This design comes from an exercise in tuning for small area, a short achievable clock period and few clock cycles per item on the open sky130 flow, not from production work.
The RTL was checked by simulation tests, not by an equivalence proof against the original design.

## TR
## cordic_sincos_pipe
module cordic_sincos_pipe
#(
    parameter int unsigned WIDTH      = 22,
    parameter int unsigned ITERATIONS = 16,
    parameter int unsigned STAGES     = 8,
    parameter int unsigned TAG_W      = 4
) (
    input  logic             clk,
    input  logic             reset,
    input  logic             clk_en,
    input  logic             in_valid,
    output logic             in_ready,
    input  logic [31:0]      angle,
    input  logic [TAG_W-1:0] in_tag,
    output logic             out_valid,
    input  logic             out_ready,
    output logic [31:0]      sin_out,
    output logic [31:0]      cos_out,
    output logic             out_err,
    output logic [TAG_W-1:0] out_tag
);
    logic advance;
    assign advance  = clk_en & (~out_valid | out_ready);
    assign in_ready = advance & ~reset;
    logic [7:0]  e_a;
    logic [23:0] mag_a;
    logic        err_a, fold_a, d0_a, neg1_a;
    always_comb begin
        e_a   = angle[30:23];
        mag_a  = (e_a >= 8'd105 && e_a <= 8'd128) ? ({1'b1, angle[22:0]} >> 5'(8'd128 - e_a)) : 24'd0;
  ...
Size in the first run: roughly 6700 cells after synthesis, ~110 I/O pins, ~49000 um^2 of cells after synthesis.
Settings: LEC_CHECK=0, ABC_AREA=1, CAP_MARGIN=20, CORE_MARGIN=2, CORE_UTILIZATION=55, CTS_BUF_LIST=sky130_fd_sc_hd__clkbuf_4 sky130_fd_sc_hd__clkbuf_8, PLACE_DENSITY=0.68, SLEW_MARGIN=20; clock period 18.0 ns.
standard.sh (not shown) runs the stock make flow with config.mk's settings and CLKGATE_MAP_FILE= SYNTH_SCRIPT=/design/flow/synth_recipe.tcl, a recipe that flattens the netlist after the stock synthesis.
==> flow/flow/run.sh <==
#!/bin/bash
# Standard ORFS layout (the standard.sh, standard synthesis unchanged), with
# timing repair asked to leave more setup slack than the clock needs, so that
# the layout reaches a shorter achieved period, and the port buffers made from
# buf_2 instead of the default clkdlybuf4s50_1. The clock and constraints are
# the design's own (constraint.sdc is not touched); every port still gets a
# buffer.
set -euo pipefail
export BUFFER_PORTS_ARGS="-buffer_cell sky130_fd_sc_hd__buf_2"
bash standard.sh SETUP_SLACK_MARGIN=10.5 finish > run_standard.log 2>&1
TR: no failed stages, no open violations at the end
Testbench counts of TR, summed over its fixed seeds: cycles 32,056, items 32,000.
Setup changes, TR to PW
--- a/flow/design.v
+++ b/flow/design.v
@@ -199,39 +199,37 @@
     cs_addsub #(24) u_z1_s1 (.a(mag_r0), .b(k1_s1), .sub(1'b0), .s(z1w_s1));
     assign z1_s1 = z1w_s1[22:0];
     logic [21:0] z2_s1;
     assign z2_s1 = !z1_s1[22] ? 22'(z1_s1[21:0] - 22'd1944679) : 22'(z1_s1[21:0] + 22'd1944679);
     logic [20:0] z3_s1;
     assign z3_s1 = !z2_s1[21] ? 21'(z2_s1[20:0] - 21'd1027515) : 21'(z2_s1[20:0] + 21'd1027515);
-    logic [19:0] z4_s1;
-    assign z4_s1 = !z3_s1[20] ? 20'(z3_s1[19:0] - 20'd521583) : 20'(z3_s1[19:0] + 20'd521583);
     logic             v_r1, err_r1, neg_r1;
     logic [TAG_W-1:0] tag_r1;
     logic d0_r1;
     logic d1_r1;
     logic d2_r1;
-    logic d3_r1;
-    logic [19:0] z_r1;
+    logic [20:0] z_r1;
     always_ff @(posedge clk) begin
         if (reset)        v_r1 <= 1'b0;
         else if (advance) v_r1 <= v_r0;
         if (advance) begin
             err_r1 <= err_r0; neg_r1 <= neg_r0; tag_r1 <= tag_r0;
             d0_r1 <= d0_r0;
             d1_r1 <= !z1_s1[22];
             d2_r1 <= !z2_s1[21];
-            d3_r1 <= !z3_s1[20];
-            z_r1 <= z4_s1;
+            z_r1 <= z3_s1;
         end
     end
+    logic [19:0] z4_s2;
+    assign z4_s2 = !z_r1[20] ? 20'(z_r1[19:0] - 20'd521583) : 20'(z_r1[19:0] + 20'd521583);
     logic [18:0] z5_s2;
-    assign z5_s2 = !z_r1[19] ? 19'(z_r1[18:0] - 19'd261803) : 19'(z_r1[18:0] + 19'd261803);
+    assign z5_s2 = !z4_s2[19] ? 19'(z4_s2[18:0] - 19'd261803) : 19'(z4_s2[18:0] + 19'd261803);
     logic [17:0] z6_s2;
     assign z6_s2 = !z5_s2[18] ? 18'(z5_s2[17:0] - 18'd131029) : 18'(z5_s2[17:0] + 18'd131029);
     logic [5:0] dl_s2;
-    assign dl_s2 = {!z5_s2[18], !z_r1[19], d3_r1, d2_r1, d1_r1, d0_r1};
+    assign dl_s2 = {!z5_s2[18], !z4_s2[19], !z_r1[20], d2_r1, d1_r1, d0_r1};
     logic [23:0] x6_s2;
     logic [22:0] y6_s2;
     localparam logic [63:0] T_x6_s2_0 = 64'h53f40bee53f40bee;
     assign x6_s2[0] = T_x6_s2_0[dl_s2];
     localparam logic [63:0] T_x6_s2_1 = 64'h76a259b323ed54e6;
     assign x6_s2[1] = T_x6_s2_1[dl_s2];
## What came out
For TR, the critical path launch point was z_r4[12], unlike PW, where it was out_ready.
NOTE: required time of the critical path in PW falls short of that of TR
Initial standard-cell utilization of the core in PW is 0.30 points higher than in TR
The count of buffering cells on the critical path with inverters included reported for PW is smaller than that of TR by 4.
Diff TR -> PW: final worst slack has increased.
Testbench counts of PW, summed over its fixed seeds: cycles 32,056, items 32,000.

---

Another version of the RTL of cordic_sincos_pipe (not shown whole).
For scale: about 6,400 cells after synthesis, about 330 flip-flops, ~110 I/O pins.
// cordic_sincos_pipe
module cordic_sincos_pipe
#(
    parameter int unsigned WIDTH      = 22,
    parameter int unsigned ITERATIONS = 16,
    parameter int unsigned STAGES     = 8,
    parameter int unsigned TAG_W      = 4
) (
    input  logic             clk,
    input  logic             reset,
    input  logic             clk_en,
    input  logic             in_valid,
    output logic             in_ready,
    input  logic [31:0]      angle,
    input  logic [TAG_W-1:0] in_tag,
    output logic             out_valid,
    input  logic             out_ready,
    output logic [31:0]      sin_out,
    output logic [31:0]      cos_out,
    output logic             out_err,
    output logic [TAG_W-1:0] out_tag
);
    logic advance;
    assign advance  = clk_en & (~out_valid | out_ready);
    assign in_ready = advance & ~reset;
    logic [7:0]  e_a;
    logic [23:0] mag_a;
    logic        err_a, fold_a, d0_a, neg1_a;
    always_comb begin
        e_a   = angle[30:23];
        mag_a  = (e_a >= 8'd105 && e_a <= 8'd128) ? ({1'b1, angle[22:0]} >> 5'(8'd128 - e_a)) : 24'd0;
        err_a  = (e_a >= 8'd129) || (e_a == 8'd128 && angle[22:0] > 23'h490FDB);    
        fold_a = (e_a == 8'd128) || (e_a == 8'd127 && angle[22:1] > 22'h2487ED);    
        d0_a   = fold_a ? (angle[31] || (e_a == 8'd128 && angle[22:0] == 23'h490FDB))
                        : (!angle[31] || e_a < 8'd105);
        neg1_a = (fold_a == d0_a);
    end
  ...
export LEC_CHECK = 0
export ABC_AREA = 1
export CAP_MARGIN = 20
export CORE_MARGIN = 2
export CORE_UTILIZATION = 55
export CTS_BUF_LIST = sky130_fd_sc_hd__clkbuf_4
export PLACE_DENSITY = 0.68
export SLEW_MARGIN = 20
create_clock -name core_clock -period 18.0 [get_ports {clk}]
Scripts as last shown in full above: flow/flow/run.sh
Testbench counts at the start, summed over its fixed seeds: cycles 32,056, items 32,000.
Edit:
--- a/flow/design.v
+++ b/flow/design.v
@@ -344,28 +344,28 @@
     assign y6_s3[18] = T_y6_s3_18[dl_s3];
     localparam logic [63:0] T_y6_s3_19 = 64'hecd49aa2baa6d4c8;
     assign y6_s3[19] = T_y6_s3_19[dl_s3];
     localparam logic [63:0] T_y6_s3_20 = 64'h9acc88ee88eecca6;
     assign y6_s3[20] = T_y6_s3_20[dl_s3];
     localparam logic [63:0] T_y6_s3_21 = 64'hace8accaaccae8ca;
     assign y6_s3[21] = T_y6_s3_21[dl_s3];
     localparam logic [63:0] T_y6_s3_22 = 64'h1555155715575557;
     assign y6_s3[22] = T_y6_s3_22[dl_s3];
     logic [23:0] x7_s3;
     logic [22:0] y7_s3;
-    cs_addsub_bk #(24) u_x7_s3 (.a(x6_s3), .b(24'($signed(y6_s3) >>> 6)), .sub(!z_r2[17]), .s(x7_s3));
-    cs_addsub_bk #(23) u_y7_s3 (.a(y6_s3), .b(23'($signed(x6_s3) >>> 6)), .sub(!(!z_r2[17])), .s(y7_s3));
+    cs_addsub #(24) u_x7_s3 (.a(x6_s3), .b(24'($signed(y6_s3) >>> 6)), .sub(!z_r2[17]), .s(x7_s3));
+    cs_addsub #(23) u_y7_s3 (.a(y6_s3), .b(23'($signed(x6_s3) >>> 6)), .sub(!(!z_r2[17])), .s(y7_s3));
     logic [23:0] x8_s3;
     logic [22:0] y8_s3;
-    cs_addsub_bk #(24) u_x8_s3 (.a(x7_s3), .b(24'($signed(y7_s3) >>> 7)), .sub(!z7_s3[16]), .s(x8_s3));
-    cs_addsub_bk #(23) u_y8_s3 (.a(y7_s3), .b(23'($signed(x7_s3) >>> 7)), .sub(!(!z7_s3[16])), .s(y8_s3));
+    cs_addsub #(24) u_x8_s3 (.a(x7_s3), .b(24'($signed(y7_s3) >>> 7)), .sub(!z7_s3[16]), .s(x8_s3));
+    cs_addsub #(23) u_y8_s3 (.a(y7_s3), .b(23'($signed(x7_s3) >>> 7)), .sub(!(!z7_s3[16])), .s(y8_s3));
     logic             v_r3, err_r3, neg_r3;
     logic [TAG_W-1:0] tag_r3;
     logic [15:0] z_r3;
     logic [23:0] x_r3;
     logic [22:0] y_r3;
     always_ff @(posedge clk) begin
         if (reset)        v_r3 <= 1'b0;
         else if (advance) v_r3 <= v_r2;
         if (advance) begin
             err_r3 <= err_r2; neg_r3 <= neg_r2; tag_r3 <= tag_r2;
             z_r3 <= z8_s3;
Fmax barely changes. Non-clock buffer count fell by 34. Global-route usage came out lower by 1.6 points. Via count came out higher slightly. Cell area came out lower slightly. Synthesized cell count increases slightly. Synthesized area is about the same. Cell count came out higher slightly. Clock-buffer cell count came out higher by 9.
Testbench counts after the change, summed over its fixed seeds: cycles 32,056, items 32,000.

[static timing again, ports no longer ideal]
How much do the figures lean on ideal ports? The routed layouts below were timed once more, with nothing changed but the port constraints. Step 1, drivers: a clkbuf_16 drives clk and a buf_2 each remaining input, both assumed. Step 2, shift: input delay + t, output delay - t, t = (earliest + latest rising clock arrival at the registers) / 2. This alone moves slack from input paths to output paths. a / b / c = ideal / step 1 / step 2; a / b = the first two.
run	t, ns	setup WS [ns]	worst setup path at the end	worst slew at a driven data input, ns	pins driven straight from the clock port
TR	0.748	10.337 / 10.337 / 10.337	register to register	0.06	1
PW	0.752	10.400 / 10.368 / 10.361	input to register	0.09	1
the first run of note 2	0.973	10.409 / 10.373 / 10.373	input to output	0.06	1
the second run of note 2	0.997	10.412 / 10.374 / 10.374	input to output	0.05	1
After both steps setup and hold are still met in every run listed. The setup slack of PW, which loses most, moves by -0.032 ns with the drivers and by -0.039 ns with both steps.
